Background: an optimization exercise with open tools, aiming at a short achievable clock period and few clock cycles. Do not read the settings as production practice. The RTL was checked by simulation tests, not by an equivalence proof against the original design. Power figures rest on the tool's default switching activity, not on a simulated workload.

==> cedar: inputs <==
## rv_core
module rv_core (
  input  logic          clk,
  input  logic          arst_n,
  output rv_pkg::word_t imem_addr,
  input  rv_pkg::word_t imem_data,
  output rv_pkg::word_t dmem_addr,
  output rv_pkg::word_t dmem_wdata,
  output logic          dmem_wr_en,
  output logic          dmem_rd_en,
  input  rv_pkg::word_t dmem_rdata,
  output logic          halt
);
export LEC_CHECK = 0
export ABC_CLOCK_PERIOD_IN_PS = 2500
export CAP_MARGIN = 40
export CORE_MARGIN = 2
export CORE_UTILIZATION = 40
export SETUP_SLACK_MARGIN = 5.0
export SLEW_MARGIN = 40
export SYNTH_HIERARCHICAL = 1
export SYNTH_MINIMUM_KEEP_SIZE = 0
export TNS_END_PERCENT = 100
create_clock -name core_clock -period 8.0 [get_ports {clk}]
run.sh (not shown) runs the stock make flow with config.mk's settings and CLKGATE_MAP_FILE= SYNTH_SCRIPT=/design/flow/synth_recipe.tcl, a recipe that flattens the netlist after the stock synthesis.
==> fjord: changes against cedar <==
--- a/flow/design.v
+++ b/flow/design.v
@@ -26,21 +26,20 @@
   input  rv_pkg::word_t log_b,
   input  logic          sel_xor,
   input  logic          sel_or,
   input  logic          sel_and,
   input  logic          sel_b,
   input  rv_pkg::word_t sh_a,
-  input  logic [4:0]    sh_b,
+  input  logic [19:0]   sh_b,       
   input  logic          sh_left,
   input  logic          arith,      
   output rv_pkg::word_t sum,
   output logic          slt,
   output rv_pkg::word_t log_y,
   output rv_pkg::word_t sh_y
 );
-  logic [32:0] sr_x;
   logic        slt_eq;
   rv_add i_add (
     .a    (add_a),
     .b    (add_b),
     .sub  (sub),
     .sum  (sum),
@@ -54,14 +53,20 @@
     .eq       (slt_eq)
   );
   assign log_y = ({32{sel_xor}} & (log_a ^ log_b))
                | ({32{sel_or}}  & (log_a | log_b))
                | ({32{sel_and}} & (log_a & log_b))
                | ({32{sel_b}}   & log_b);
-  assign sr_x  = $unsigned($signed({arith & sh_a[31], sh_a}) >>> sh_b);
-  assign sh_y  = sh_left ? (sh_a << sh_b) : sr_x[31:0];
+  for (genvar k = 0; k < 4; k++)
+  begin : g_sh
+    logic [32:0]   srk;
+    rv_pkg::word_t slk;
+    assign srk = $unsigned($signed({arith & sh_a[31], sh_a}) >>> sh_b[5*k +: 5]);
+    assign slk = sh_a << sh_b[5*k +: 5];
+    assign sh_y[8*k +: 8] = sh_left ? slk[8*k +: 8] : srk[8*k +: 8];
+  end
 endmodule
 module rv_add (
   input  rv_pkg::word_t a,
   input  rv_pkg::word_t b,
   input  logic          sub,
   output rv_pkg::word_t sum,
@@ -80,25 +85,77 @@
   for (genvar k = 0; k < 5; k++)
   begin : g_lvl
     for (genvar i = 0; i < 32; i++)
     begin : g_bit
       if (i >= (1 << k))
       begin : g_op
-        assign g[k+1][i] = g[k][i] | (p[k][i] & g[k][i - (1 << k)]);
-        assign p[k+1][i] = p[k][i] & p[k][i - (1 << k)];
+        rv_pg i_pg (
+          .g_hi (g[k][i]),
+          .p_hi (p[k][i]),
+          .g_lo (g[k][i - (1 << k)]),
+          .p_lo (p[k][i - (1 << k)]),
+          .g    (g[k+1][i]),
+          .p    (p[k+1][i])
+        );
       end
       else
       begin : g_pass
         assign g[k+1][i] = g[k][i];
         assign p[k+1][i] = p[k][i];
       end
     end
   end
   assign sum  = hp ^ {g[5][30:0], sub};
   assign cout = g[5][31];
 endmodule
+module rv_add_addr (
+  input  rv_pkg::word_t a,
+  input  rv_pkg::word_t b,
+  output rv_pkg::word_t sum
+);
+  logic [31:0] g [0:5];
+  logic [31:0] p [0:5];
+  logic [31:0] hp;
+  assign hp   = a ^ b;
+  assign g[0] = a & b;
+  assign p[0] = {hp[31:1], 1'b0};
+  for (genvar k = 0; k < 5; k++)
+  begin : g_lvl
+    for (genvar i = 0; i < 32; i++)
+    begin : g_bit
+      if (i >= (1 << k))
+      begin : g_op
+        rv_pg i_pg (
+          .g_hi (g[k][i]),
+          .p_hi (p[k][i]),
+          .g_lo (g[k][i - (1 << k)]),
+          .p_lo (p[k][i - (1 << k)]),
+          .g    (g[k+1][i]),
+          .p    (p[k+1][i])
+        );
+      end
+      else
+      begin : g_pass
+        assign g[k+1][i] = g[k][i];
+        assign p[k+1][i] = p[k][i];
+      end
+    end
+  end
+  assign sum = hp ^ {g[5][30:0], 1'b0};
+endmodule
+module rv_pg (
+  input  logic g_hi,
+  input  logic p_hi,
+  input  logic g_lo,
+  input  logic p_lo,
+  output logic g,
+  output logic p
+);
+  assign g = g_hi | (p_hi & g_lo);
+  assign p = p_hi & p_lo;
+endmodule
 module rv_cmp (
   input  rv_pkg::word_t a,
   input  rv_pkg::word_t b,
   input  logic          signed_c,
   output logic          lt,
   output logic          eq
@@ -110,14 +167,20 @@
   assign l[0] = ~ax & {b[31] ^ signed_c, b[30:0]};
   assign e[0] = ~(a ^ b);
   for (genvar k = 0; k < 5; k++)
   begin : g_lvl
     for (genvar i = 0; i < (32 >> (k + 1)); i++)
     begin : g_node
-      assign l[k+1][i] = l[k][2*i+1] | (e[k][2*i+1] & l[k][2*i]);
-      assign e[k+1][i] = e[k][2*i+1] & e[k][2*i];
+      rv_pg i_pg (
+        .g_hi (l[k][2*i+1]),
+        .p_hi (e[k][2*i+1]),
+        .g_lo (l[k][2*i]),
+        .p_lo (e[k][2*i]),
+        .g    (l[k+1][i]),
+        .p    (e[k+1][i])
+      );
     end
     assign l[k+1][31:(32 >> (k + 1))] = '0;
     assign e[k+1][31:(32 >> (k + 1))] = '0;
   end
   assign lt = l[5][0];
   assign eq = e[5][0];
@@ -153,12 +216,14 @@
 `default_nettype none
 module rv_fetch (
   input  logic          clk,
   input  logic          arst_n,
   input  logic          redirect,      
   input  rv_pkg::pc_t   redirect_pc,
+  input  logic          redirect2,     
+  input  rv_pkg::pc_t   redirect2_pc,
   input  logic          hold,          
   input  logic          halted,        
   input  logic          upd_en,        
   input  rv_pkg::pc_t   upd_pc,
   input  logic          upd_taken,
   output rv_pkg::word_t imem_addr,
@@ -177,20 +242,26 @@
   logic         stat_pred;
   logic         dyn_seen;     
   logic         dyn_last;
   logic [1:0]   lk_seq;       
   logic [1:0]   lk_alt;
   logic [1:0]   lk_hold;
+  logic         u_en;         
+  rv_pkg::pc_t  u_pc;
+  logic         u_taken;
   logic [255:0] seen_r;
   logic [255:0] last_r;
   rv_pkg::pc_t  pc_pred;      
   rv_pkg::pc_t  pc_nopred;    
   rv_pkg::pc_t  out_pred;
   rv_pkg::pc_t  out_nopred;
   logic [1:0]   dyn_pred;
   logic [1:0]   dyn_nopred;
+  rv_pkg::pc_t  pc_redir;
+  logic [1:0]   lk_redir;
+  logic         any_redir;
   assign imem_addr = {22'b0, pc_out, 2'b00};
   assign pc_seq    = pc + 1'b1;
   assign target    = pc + {imem_data[29:25], imem_data[11:9]};
   assign is_branch = (imem_data[6:0] == rv_pkg::OPC_BRANCH);
   assign same_regs = (imem_data[19:15] == imem_data[24:20]);
   assign f3        = imem_data[14:12];
@@ -201,46 +272,53 @@
     else if (same_regs)
       stat_pred = (f3 == 3'b000) || (f3[2] && f3[0]);
     else
       stat_pred = f3[0];
   end
   assign pred = is_branch && (dyn_seen ? dyn_last : stat_pred);
-  assign pc_nopred  = redirect ? redirect_pc : (hold ? pc : pc_seq);
-  assign out_nopred = halted ? pc_out : (redirect ? redirect_pc : (hold ? pc_out : pc_seq));
-  assign out_pred   = halted ? pc_out : (redirect ? redirect_pc : (hold ? pc_out : target));
-  assign pc_pred    = redirect ? redirect_pc : (hold ? pc : target);
-  assign dyn_nopred = redirect ? lk_alt : (hold ? lk_hold : lk_seq);
-  assign dyn_pred   = redirect ? lk_alt : (hold ? lk_hold : 2'b00);
+  assign pc_redir   = redirect ? redirect_pc : redirect2_pc;
+  assign lk_redir   = redirect ? lk_alt : 2'b00;
+  assign any_redir  = redirect || redirect2;
+  assign pc_nopred  = any_redir ? pc_redir : (hold ? pc : pc_seq);
+  assign out_nopred = halted ? pc_out : (any_redir ? pc_redir : (hold ? pc_out : pc_seq));
+  assign out_pred   = halted ? pc_out : (any_redir ? pc_redir : (hold ? pc_out : target));
+  assign pc_pred    = any_redir ? pc_redir : (hold ? pc : target);
+  assign dyn_nopred = any_redir ? lk_redir : (hold ? lk_hold : lk_seq);
+  assign dyn_pred   = any_redir ? lk_redir : (hold ? lk_hold : 2'b00);
   assign seen_r  = {seen[0], seen[255:1]};
   assign last_r  = {last[0], last[255:1]};
   assign lk_seq  = {seen_r[pc], last_r[pc]};
   assign lk_alt  = {seen[redirect_pc], last[redirect_pc]};
   assign lk_hold = {seen[pc], last[pc]};
   always_ff @(posedge clk or negedge arst_n)
   begin
     if (!arst_n)
     begin
       pc       <= '0;
       pc_out   <= '0;
       seen     <= '0;
+      u_en     <= 1'b0;
       dyn_seen <= 1'b0;
     end
     else
     begin
       pc       <= pred ? pc_pred : pc_nopred;
       pc_out   <= pred ? out_pred : out_nopred;
       dyn_seen <= pred ? dyn_pred[1] : dyn_nopred[1];
-      if (upd_en)
-        seen[upd_pc] <= 1'b1;
+      u_en <= upd_en;
+      if (u_en)
+        seen[u_pc] <= 1'b1;
     end
   end
   always_ff @(posedge clk)
   begin
     dyn_last <= pred ? dyn_pred[0] : dyn_nopred[0];
-    if (upd_en)
-      last[upd_pc] <= upd_taken;
+    u_pc    <= upd_pc;
+    u_taken <= upd_taken;
+    if (u_en)
+      last[u_pc] <= u_taken;
   end
 endmodule
 `default_nettype wire
 `timescale 1ns/10ps
 `default_nettype none
 module rv_decode (
@@ -349,12 +427,16 @@
   );
 endmodule
 `default_nettype wire
 `timescale 1ns/10ps
 `default_nettype none
 module rv_memwb (
+  input  logic          clk,
+  input  logic          arst_n,
+  input  logic          halt_next,
+  output logic          halt,       
   input  logic [4:0]    m_kind,     
   input  rv_pkg::word_t m_sum,
   input  rv_pkg::word_t m_log,
   input  rv_pkg::word_t m_sh,
   input  logic          m_slt,
   input  rv_pkg::word_t dmem_rdata,
@@ -362,12 +444,19 @@
 );
   assign wb_data = ({32{m_kind[0]}} & m_sum)
                  | ({32{m_kind[1]}} & m_log)
                  | ({32{m_kind[2]}} & m_sh)
                  | {31'b0, m_kind[3] & m_slt}
                  | ({32{m_kind[4]}} & dmem_rdata);
+  always_ff @(posedge clk or negedge arst_n)
+  begin
+    if (!arst_n)
+      halt <= 1'b0;
+    else
+      halt <= halt_next;
+  end
 endmodule
 `default_nettype wire
 `timescale 1ns/10ps
 `default_nettype none
 module rv_core (
   input  logic          clk,
@@ -410,26 +499,37 @@
   rv_pkg::pc_t       e_pc;
   rv_pkg::pc_t       e_alt_pc;
   rv_pkg::word_t     e_rs1_data;
   rv_pkg::word_t     e_rs2_data;
   logic [6:0]        s_add_a, s_add_b, s_log_a, s_log_b, s_sh_a, s_sh_b, s_cmp_a, s_cmp_b;
   logic [6:0]        s_adr_a, s_slt_a, s_slt_b;
-  rv_pkg::word_t     add_a, add_b, log_a, log_b, sh_a, sh_b, cmp_a, cmp_b, adr_a;
+  rv_pkg::word_t     add_a, add_b, log_a, log_b, sh_a, cmp_a, cmp_b, adr_a;
+  rv_pkg::word_t     sh_b [0:3];
   rv_pkg::word_t     x_addr;
   rv_pkg::word_t     slt_a, slt_b;
   rv_pkg::word_t     x_sum, x_log, x_sh;
   logic              x_slt;
   logic              x_lt;
   logic              x_eq;
   logic              e_live;       
   logic              r_vb, r_lt, r_eq, r_br_lt, r_br_inv, r_br_flip;
   rv_pkg::pc_t       r_pc;
   rv_pkg::pc_t       r_alt;
   logic              r_cond;
   logic              r_mis;        
+  logic              r_upd;        
+  logic              fuse;
+  logic              fz_zero;      
+  logic              e_addi;       
+  rv_pkg::word_t     e_nimm;       
+  logic [12:0]       d_nimm;
+  logic              e_fzm;        
+  logic              fz_redirect;
   logic              kill;
+  logic              halted;       
+  logic              halt_next;
   logic              m_wen;
   rv_pkg::reg_addr_t m_rd;
   logic [4:0]        m_kind;
   rv_pkg::word_t     m_sum, m_log, m_sh;
   logic              m_slt;
   rv_pkg::word_t     m_addr;       
@@ -437,20 +537,23 @@
   logic              m_rd_en;
   logic              m_wr_en;
   rv_pkg::word_t     wb_data;
   assign r_cond = r_br_lt ? r_lt : r_eq;
   assign r_mis  = r_vb && (r_cond ^ r_br_flip);
   assign e_live = e_valid && !r_mis;
-  assign kill   = r_mis || (e_live && e_stop) || halt;
+  assign fz_redirect = e_valid && e_fzm;
+  assign kill   = r_mis || fz_redirect || (e_live && e_stop) || halted;
   rv_fetch i_fetch (
     .clk, .arst_n,
     .redirect    (r_mis),
     .redirect_pc (r_alt),
+    .redirect2   (fz_redirect),
+    .redirect2_pc (e_alt_pc),
     .hold        (stall),
-    .halted      (halt),
-    .upd_en      (r_vb),
+    .halted      (halted),
+    .upd_en      (r_upd),
     .upd_pc      (r_pc),
     .upd_taken   (r_cond ^ r_br_inv),
     .imem_addr, .imem_data,
     .pc,
     .pred        (f_pred),
     .target      (f_target)
@@ -488,28 +591,32 @@
   );
   assign d_kind = {d_load, d_slt, d_sh, d_log, d_add};
   assign hit1   = (e_valid && e_wen && (e_rd == rs1)) ? e_kind : 5'b0;
   assign hit2   = (e_valid && e_wen && (e_rd == rs2)) ? e_kind : 5'b0;
   assign rf1    = (hit1 == 5'b0);
   assign rf2    = (hit2 == 5'b0);
+  assign d_nimm = 13'd0 - {d_imm[11], d_imm[11:0]};
+  assign fz_zero = (e_rs1_data == e_nimm);
+  assign fuse   = e_valid && e_addi && s_add_a[5] && d_branch && (imem_data[14:13] == 2'b00) &&
+                  (rs1 == e_rd) && (rs2 == 5'd0);
   assign stall  = (hit1[4] && d_alu_rs1) || (hit2[4] && d_alu_rs2);
   always_ff @(posedge clk or negedge arst_n)
   begin
     if (!arst_n)
     begin
       e_valid <= 1'b0;
-      halt    <= 1'b0;
+      halted  <= 1'b0;
       r_vb    <= 1'b0;
+      r_upd   <= 1'b0;
     end
     else
     begin
       e_valid <= !kill && !stall;
-      if ((e_live && e_stop) ||
-          (d_stop && !kill && !(e_live && (e_load || e_store || e_branch))))
-        halt <= 1'b1;
-      r_vb    <= e_live && e_branch;
+      halted  <= halt_next;
+      r_vb    <= e_live && e_branch && !e_fzm;
+      r_upd   <= e_live && e_branch;
     end
   end
   always_ff @(posedge clk)
   begin
     e_wen         <= d_wen;
     e_load        <= d_load;
@@ -531,12 +638,15 @@
     e_br_unsigned <= imem_data[13];
     e_br_inv      <= imem_data[12];
     e_br_flip     <= imem_data[12] ^ f_pred;
     e_pc          <= pc;
     e_alt_pc      <= f_pred ? (pc + 1'b1) : f_target;
     e_rs1_data    <= rs1_data;
+    e_addi        <= d_add && d_use_imm && d_wen;
+    e_nimm        <= {{19{d_nimm[12]}}, d_nimm};
+    e_fzm         <= fuse && ((fz_zero ^ imem_data[12]) != f_pred);
     e_rs2_data    <= rs2_data;
     s_add_a <= {1'b0, rf1, hit1} & {7{d_add}};
     s_add_b <= (d_use_imm ? 7'b1000000 : {1'b0, rf2, hit2}) & {7{d_add}};
     s_slt_a <= {1'b0, rf1, hit1} & {7{d_slt}};
     s_slt_b <= (d_use_imm ? 7'b1000000 : {1'b0, rf2, hit2}) & {7{d_slt}};
     s_log_a <= {1'b0, rf1, hit1} & {7{d_log}};
@@ -554,43 +664,44 @@
   rv_opsel i_sel_log_a (.sel (s_log_a), .sum (m_sum), .log_y (m_log), .sh_y (m_sh), .slt (m_slt),
                         .ld ('0), .rf (e_rs1_data), .imm (e_imm), .y (log_a));
   rv_opsel i_sel_log_b (.sel (s_log_b), .sum (m_sum), .log_y (m_log), .sh_y (m_sh), .slt (m_slt),
                         .ld ('0), .rf (e_rs2_data), .imm (e_imm), .y (log_b));
   rv_opsel i_sel_sh_a  (.sel (s_sh_a),  .sum (m_sum), .log_y (m_log), .sh_y (m_sh), .slt (m_slt),
                         .ld ('0), .rf (e_rs1_data), .imm (e_imm), .y (sh_a));
-  rv_opsel i_sel_sh_b  (.sel (s_sh_b),  .sum (m_sum), .log_y (m_log), .sh_y (m_sh), .slt (m_slt),
-                        .ld ('0), .rf (e_rs2_data), .imm (e_imm), .y (sh_b));
+  for (genvar k = 0; k < 4; k++)
+  begin : g_sel_sh_b
+    rv_opsel i_sel_sh_b (.sel (s_sh_b), .sum (m_sum), .log_y (m_log), .sh_y (m_sh), .slt (m_slt),
+                         .ld ('0), .rf (e_rs2_data), .imm (e_imm), .y (sh_b[k]));
+  end
   rv_opsel i_sel_slt_a (.sel (s_slt_a), .sum (m_sum), .log_y (m_log), .sh_y (m_sh), .slt (m_slt),
                         .ld ('0), .rf (e_rs1_data), .imm (e_imm), .y (slt_a));
   rv_opsel i_sel_slt_b (.sel (s_slt_b), .sum (m_sum), .log_y (m_log), .sh_y (m_sh), .slt (m_slt),
                         .ld ('0), .rf (e_rs2_data), .imm (e_imm), .y (slt_b));
   rv_opsel i_sel_adr_a (.sel (s_adr_a), .sum (m_sum), .log_y (m_log), .sh_y (m_sh), .slt (m_slt),
                         .ld ('0), .rf (e_rs1_data), .imm (e_imm), .y (adr_a));
   rv_opsel i_sel_cmp_a (.sel (s_cmp_a), .sum (m_sum), .log_y (m_log), .sh_y (m_sh), .slt (m_slt),
                         .ld (dmem_rdata), .rf (e_rs1_data), .imm (e_imm), .y (cmp_a));
   rv_opsel i_sel_cmp_b (.sel (s_cmp_b), .sum (m_sum), .log_y (m_log), .sh_y (m_sh), .slt (m_slt),
                         .ld (dmem_rdata), .rf (e_rs2_data), .imm (e_imm), .y (cmp_b));
-  rv_add i_adr (
+  rv_add_addr i_adr (
     .a    (adr_a),
     .b    (e_imm),
-    .sub  (1'b0),
-    .sum  (x_addr),
-    .cout ()
+    .sum  (x_addr)
   );
   rv_alu i_alu (
     .add_a, .add_b,
     .sub        (e_sub),
     .slt_a, .slt_b,
     .slt_signed (e_slt_signed),
     .log_a, .log_b,
     .sel_xor    (e_xor),
     .sel_or     (e_or),
     .sel_and    (e_and),
     .sel_b      (e_b),
     .sh_a,
-    .sh_b       (sh_b[4:0]),
+    .sh_b       ({sh_b[3][4:0], sh_b[2][4:0], sh_b[1][4:0], sh_b[0][4:0]}),
     .sh_left    (e_sh_left),
     .arith      (e_arith),
     .sum        (x_sum),
     .slt        (x_slt),
     .log_y      (x_log),
     .sh_y       (x_sh)
@@ -630,18 +741,20 @@
     m_kind <= e_kind;
     m_sum  <= x_sum;
     m_log  <= x_log;
     m_sh   <= x_sh;
     m_slt  <= x_slt;
     m_addr <= x_addr;
-    if (e_store)
-      m_wdata <= cmp_b;
+    m_wdata <= cmp_b;
   end
   assign dmem_addr  = m_addr;
   assign dmem_wdata = m_wdata;
   assign dmem_rd_en = m_rd_en;
   assign dmem_wr_en = m_wr_en;
+  assign halt_next = halted || (e_live && e_stop) ||
+                     (d_stop && !kill && !(e_live && (e_load || e_store || e_branch)));
   rv_memwb i_memwb (
+    .clk, .arst_n, .halt_next, .halt,
     .m_kind, .m_sum, .m_log, .m_sh, .m_slt, .dmem_rdata, .wb_data
   );
 endmodule
 `default_nettype wire
==> comparison <==
Against fjord, the core utilization of cedar is higher by 0.91 points.
Of fjord and cedar, cedar has the higher non-clock buffer count (gap 46).
Against fjord, the global-route usage of cedar is lower by 0.82 points.
Sequential power is about the same in cedar and fjord.
Of fjord and cedar, fjord has the higher clock power (gap about 5%, measured against cedar).
In cedar the first-iteration DRC count is smaller than in fjord, by about 8%.
In cedar the total power is smaller than in fjord, by about 1.6%.
Of fjord and cedar, fjord has the higher die area (gap 4.0%, measured against cedar).
Of fjord and cedar, fjord has the higher via count (gap about 4.6%, measured against cedar).
Against cedar, the critical path depth of fjord is lower by 10.
==> figures <==
| item | cedar | fjord |
|---|---|---|
| Met2 track utilization from global routing | 47.2% | 48.6% |
| Fraction of the cycle the final worst path needs | 41.6% | 39.6% |
| Slew of the pin with the lowest slew margin | 0.975 ns | 1.00 ns |
| Delay contributed by the slowest stage of the critical path | 0.50 ns | 0.56 ns |
| Hold worst-path end | r_alt[0] | r_pc[1] |
| Synth warnings | 16 | 23 |
| Power Internal | 19.8 mW | 20.3 mW |
| Worst clock skew | 0.124 ns | 0.135 ns |
| PwrDens | 226 nW/um2 | 225 nW/um2 |
| Top fanout value on the critical path | 7 | 2 |
| Clock Network Area Fraction | 5.39% | 5.51% |
| Source of the worst register-to-register timing path | e_rs2_data[1] | i_fetch.pc[3] |
| Final worst-path setup slack | 4.67 ns | 4.83 ns |
| Worst EP arrival | 4.04 ns | 1.57 ns |
| Inserted Clock Buffers | 215 | 218 |
| Logic pwr share | 28.4% | 27.3% |
| Number of fill cells | 24766 | 25743 |
| Count of clock buffers in the final design | 281 | 289 |
| Headroom to the max-slew limit | 34.5% | 32.8% |
| Outcome | complete, no violations | complete, no violations |
| Ratio of cells with drive above 1 in the final layout | 28.8% | 26.3% |
Testbench counts of cedar, summed over its fixed seeds: cycles 42,962.
Testbench counts of fjord, summed over its fixed seeds: cycles 42,332.

## what the ideal ports hide
No port has a modelled driver above. Below, the same layouts with a new extraction and two added sets of constraints. Step 1, drivers: a clkbuf_16 drives clk and a buf_2 each remaining input, both assumed. Step 2, shift: input delay + t, output delay - t, t = (earliest + latest rising clock arrival at the registers) / 2. This alone moves slack from input paths to output paths. Slacks: ideal ports / drivers / drivers and shift; pairs: ideal ports / drivers.
run	t, ns	setup WS [ns]	hold slack, ns
cedar	1.003	4.668 / 4.631 / 3.963	0.324 / 0.324 / 0.324
fjord	1.014	4.829 / 4.713 / 3.772	0.321 / 0.321 / 0.321
After both steps setup and hold are still met in every run listed. For fjord, which loses most, drivers alone change the setup slack by -0.116 ns; drivers and shift together by -1.057 ns.
